This design comes from an exercise in tuning for small area and a short achievable clock period on the open sky130 flow, not from production work. The RTL was checked by simulation tests, not by an equivalence proof against the original design. Power is estimated from default activity; no workload was simulated.

v6:
==> flow/design.v <==
module mac_learn_table_top (
    input  logic        clk,
    input  logic        rst,
    input  logic        lrn_valid,
    output logic        lrn_ready,
    input  logic [47:0] lrn_mac,
    input  logic [7:0]  lrn_port,
    input  logic        lkp_valid,
    input  logic [47:0] lkp_mac,
    input  logic [7:0]  lkp_src_port,
    output logic        res_valid,
    output logic        res_hit,
    output logic [7:0]  res_port_mask,
    output logic [5:0]  entry_count,
    output logic        table_full,
    output logic        lrn_drop
);
    mac_learn_table #(
        .PORT_NUMBER(8),
        .TABLE_DEPTH(32)
    ) u_tbl (
        .clk          (clk),
        .rst          (rst),
        .lrn_valid    (lrn_valid),
        .lrn_ready    (lrn_ready),
        .lrn_mac      (lrn_mac),
        .lrn_port     (lrn_port),
        .lkp_valid    (lkp_valid),
        .lkp_mac      (lkp_mac),
        .lkp_src_port (lkp_src_port),
        .res_valid    (res_valid),
        .res_hit      (res_hit),
        .res_port_mask(res_port_mask),
        .entry_count  (entry_count),
        .table_full   (table_full),
        .lrn_drop     (lrn_drop)
    );
endmodule

module mac_learn_table #(
    parameter int PORT_NUMBER = 4,
    parameter int TABLE_DEPTH = 16,
    parameter int AGE_PERIOD  = 1000000,
    parameter int AGE_MAX     = 3
) (
    input  logic                           clk,
    input  logic                           rst,
    input  logic                           lrn_valid,
    output logic                           lrn_ready,
    input  logic [47:0]                    lrn_mac,
    input  logic [PORT_NUMBER-1:0]         lrn_port,
    input  logic                           lkp_valid,
    input  logic [47:0]                    lkp_mac,
    input  logic [PORT_NUMBER-1:0]         lkp_src_port,
    output logic                           res_valid,
    output logic                           res_hit,
    output logic [PORT_NUMBER-1:0]         res_port_mask,
    output logic [$clog2(TABLE_DEPTH+1)-1:0] entry_count,
    output logic                           table_full,
    output logic                           lrn_drop
);
    localparam int CNT_W = $clog2(TABLE_DEPTH + 1);
    localparam int KW    = 47;
    wire [KW-1:0] lrn_key_in = {lrn_mac[47:41], lrn_mac[39:0]};
    wire [KW-1:0] lkp_key_in = {lkp_mac[47:41], lkp_mac[39:0]};
    logic rdy, s_cmp, s_wr, s_pw;
    logic drop_q, hit_q;
    logic [CNT_W-1:0] cnt, cnt_p;
    logic full;
    logic [KW-1:0]          lrn_key_q;
    logic [PORT_NUMBER-1:0] lrn_port_q;
    logic [KW-1:0]          ent_mac  [TABLE_DEPTH];
    logic [PORT_NUMBER-1:0] ent_port [TABLE_DEPTH];
    logic [TABLE_DEPTH-1:0] valid_p, alloc_p, lrn_match, lk_match;
    logic                   lrn_hit;
    generate
        if ((1 << (CNT_W - 1)) == TABLE_DEPTH) begin : g_full_pow2
            assign full = cnt[CNT_W-1];
        end else begin : g_full_cmp
            assign full = (cnt == CNT_W'(TABLE_DEPTH));
        end
    endgenerate
    always_comb begin
        for (int i = 0; i < TABLE_DEPTH; i++) begin
            valid_p[i] = (cnt_p > CNT_W'(i));
            alloc_p[i] = (cnt_p == CNT_W'(i));
        end
    end
    always_comb begin
        for (int i = 0; i < TABLE_DEPTH; i++) begin
            lrn_match[i] = valid_p[i] && (ent_mac[i] == lrn_key_q);
        end
    end
    assign lrn_hit = |lrn_match;
    wire accept_in = lrn_valid && !lrn_mac[40];
    always_ff @(posedge clk or posedge rst) begin
        if (rst) begin
            rdy    <= 1'b1;
            s_cmp  <= 1'b0;
            s_wr   <= 1'b0;
            s_pw   <= 1'b0;
            drop_q <= 1'b0;
            cnt    <= '0;
            cnt_p  <= '0;
        end else begin
            rdy    <= (rdy && !accept_in) || s_wr;
            s_cmp  <= rdy && accept_in;
            s_wr   <= s_cmp;
            s_pw   <= s_wr;
            drop_q <= s_cmp && !lrn_hit && full;
            if (s_wr && !hit_q && !full) cnt <= cnt + 1'b1;
            cnt_p  <= cnt;
        end
    end
    logic [TABLE_DEPTH-1:0] lrn_match_q;
    always_ff @(posedge clk) begin
        hit_q       <= lrn_hit;
        lrn_match_q <= lrn_match;
        if (rdy) begin
            lrn_key_q  <= lrn_key_in;
            lrn_port_q <= lrn_port;
        end
    end
    always_ff @(posedge clk) begin
        for (int i = 0; i < TABLE_DEPTH; i++) begin
            if (s_pw && !hit_q && alloc_p[i]) ent_mac[i] <= lrn_key_q;
            if (s_pw && (lrn_match_q[i] || (!hit_q && alloc_p[i]))) ent_port[i] <= lrn_port_q;
        end
    end
    assign lrn_ready   = rdy;
    assign lrn_drop    = drop_q;
    assign entry_count = cnt;
    assign table_full  = full;
    logic                   lk_v, lk_e;
    logic [KW-1:0]          lk_key;
    logic [PORT_NUMBER-1:0] lk_src;
    always_ff @(posedge clk or posedge rst) begin
        if (rst) lk_v <= 1'b0;
        else     lk_v <= lkp_valid;
    end
    always_ff @(posedge clk) begin
        lk_e   <= !lkp_mac[40];
        lk_key <= lkp_key_in;
        lk_src <= lkp_src_port;
    end
    logic                   lk_hit;
    logic [PORT_NUMBER-1:0] lk_port;
    always_comb begin
        lk_port = '0;
        for (int i = 0; i < TABLE_DEPTH; i++) begin
            lk_match[i] = valid_p[i] && (ent_mac[i] == lk_key);
            lk_port     = lk_port | ({PORT_NUMBER{lk_match[i]}} & ent_port[i]);
        end
    end
    assign lk_hit = lk_e && (|lk_match);
    always_ff @(posedge clk or posedge rst) begin
        if (rst) begin
            res_valid     <= 1'b0;
            res_hit       <= 1'b0;
            res_port_mask <= '0;
        end else begin
            res_valid     <= lk_v;
            res_hit       <= lk_v && lk_hit;
            res_port_mask <= {PORT_NUMBER{lk_v}} & ~lk_src & (lk_port | {PORT_NUMBER{!lk_hit}});
        end
    end
endmodule
export LEC_CHECK = 0
export CAP_MARGIN = 20
export CORE_MARGIN = 2
export CORE_UTILIZATION = 50
export CTS_CLUSTER_DIAMETER = 60
export CTS_CLUSTER_SIZE = 25
export SLEW_MARGIN = 20
create_clock -name core_clock -period 10.0 [get_ports {clk}]
standard.sh (not shown) runs the stock make flow with config.mk's settings and CLKGATE_MAP_FILE= SYNTH_SCRIPT=/design/flow/synth_recipe.tcl, a recipe that flattens the netlist after the stock synthesis.
==> flow/flow/run.sh <==
#!/bin/bash
set -euo pipefail
bash standard.sh SETUP_SLACK_MARGIN=6.5 finish > standard_finish.log 2>&1
v6 did not stop at any stage, and its layout met the timing, design-rule and antenna checks.
Relative to v6, the following input files were edited for v7:
Settings: clearing CTS_CLUSTER_DIAMETER, which used to be 60; swapping 50 for 40 in CORE_UTILIZATION; clearing CTS_CLUSTER_SIZE, which used to be 25.
==> flow/run.sh (new file) <==
#!/bin/bash
# synth_recipe.tcl (not shown) runs the flow's synth.tcl, then flattens the netlist and writes it again
# the make line also repeats each setting of config.mk as NAME=value (left out here)
make -C /OpenROAD-flow-scripts/flow DESIGN_CONFIG=/design/flow/config.mk WORK_HOME=/design/flow/orfs CLKGATE_MAP_FILE= SYNTH_SCRIPT=/design/flow/synth_recipe.tcl finish
removed: flow/flow/run.sh
removed: flow/standard.sh
Results
- Changes observed in v7 relative to v6: leakage power went down; number of ordinary and repair buffers in the finished layout fell by 154; average vias per placed instance has decreased; smallest setup slack after layout shrank by 990 ps.
- [compare] base=v6 new=v7: worst stage delay on the critical path went up; initial antenna violation count went up.
- Part of the cycle the worst path needs in v7 vs v6: up 9.9 points
- Looking at via count across v7 and v6, the one that comes out lower is v7.
- Relative to v6, v7 improves hold slack.

-- what the ideal ports hide --
In the flow no input, the clock included, has a driving cell. The finished layouts below were timed again as built, in two steps.
Step 1 assumes that a clkbuf_16 drives the clock port and a buf_2 every other input.
Step 2, shift: input delay + t, output delay - t, t = (earliest + latest rising clock arrival at the registers) / 2. This alone moves slack from input paths to output paths.
Three values: ideal, step 1, step 2; two values: the first two.
run	t (ns)	setup WS [ns]	worst register clock-pin slew, ns	worst slew at a driven data input, ns
v6	0.925	6.299 / 6.299 / 6.299	0.09 / 0.09	0.08
v7	0.973	5.305 / 5.305 / 5.305	0.07 / 0.07	0.09
After both steps setup and hold are still met in every run listed.
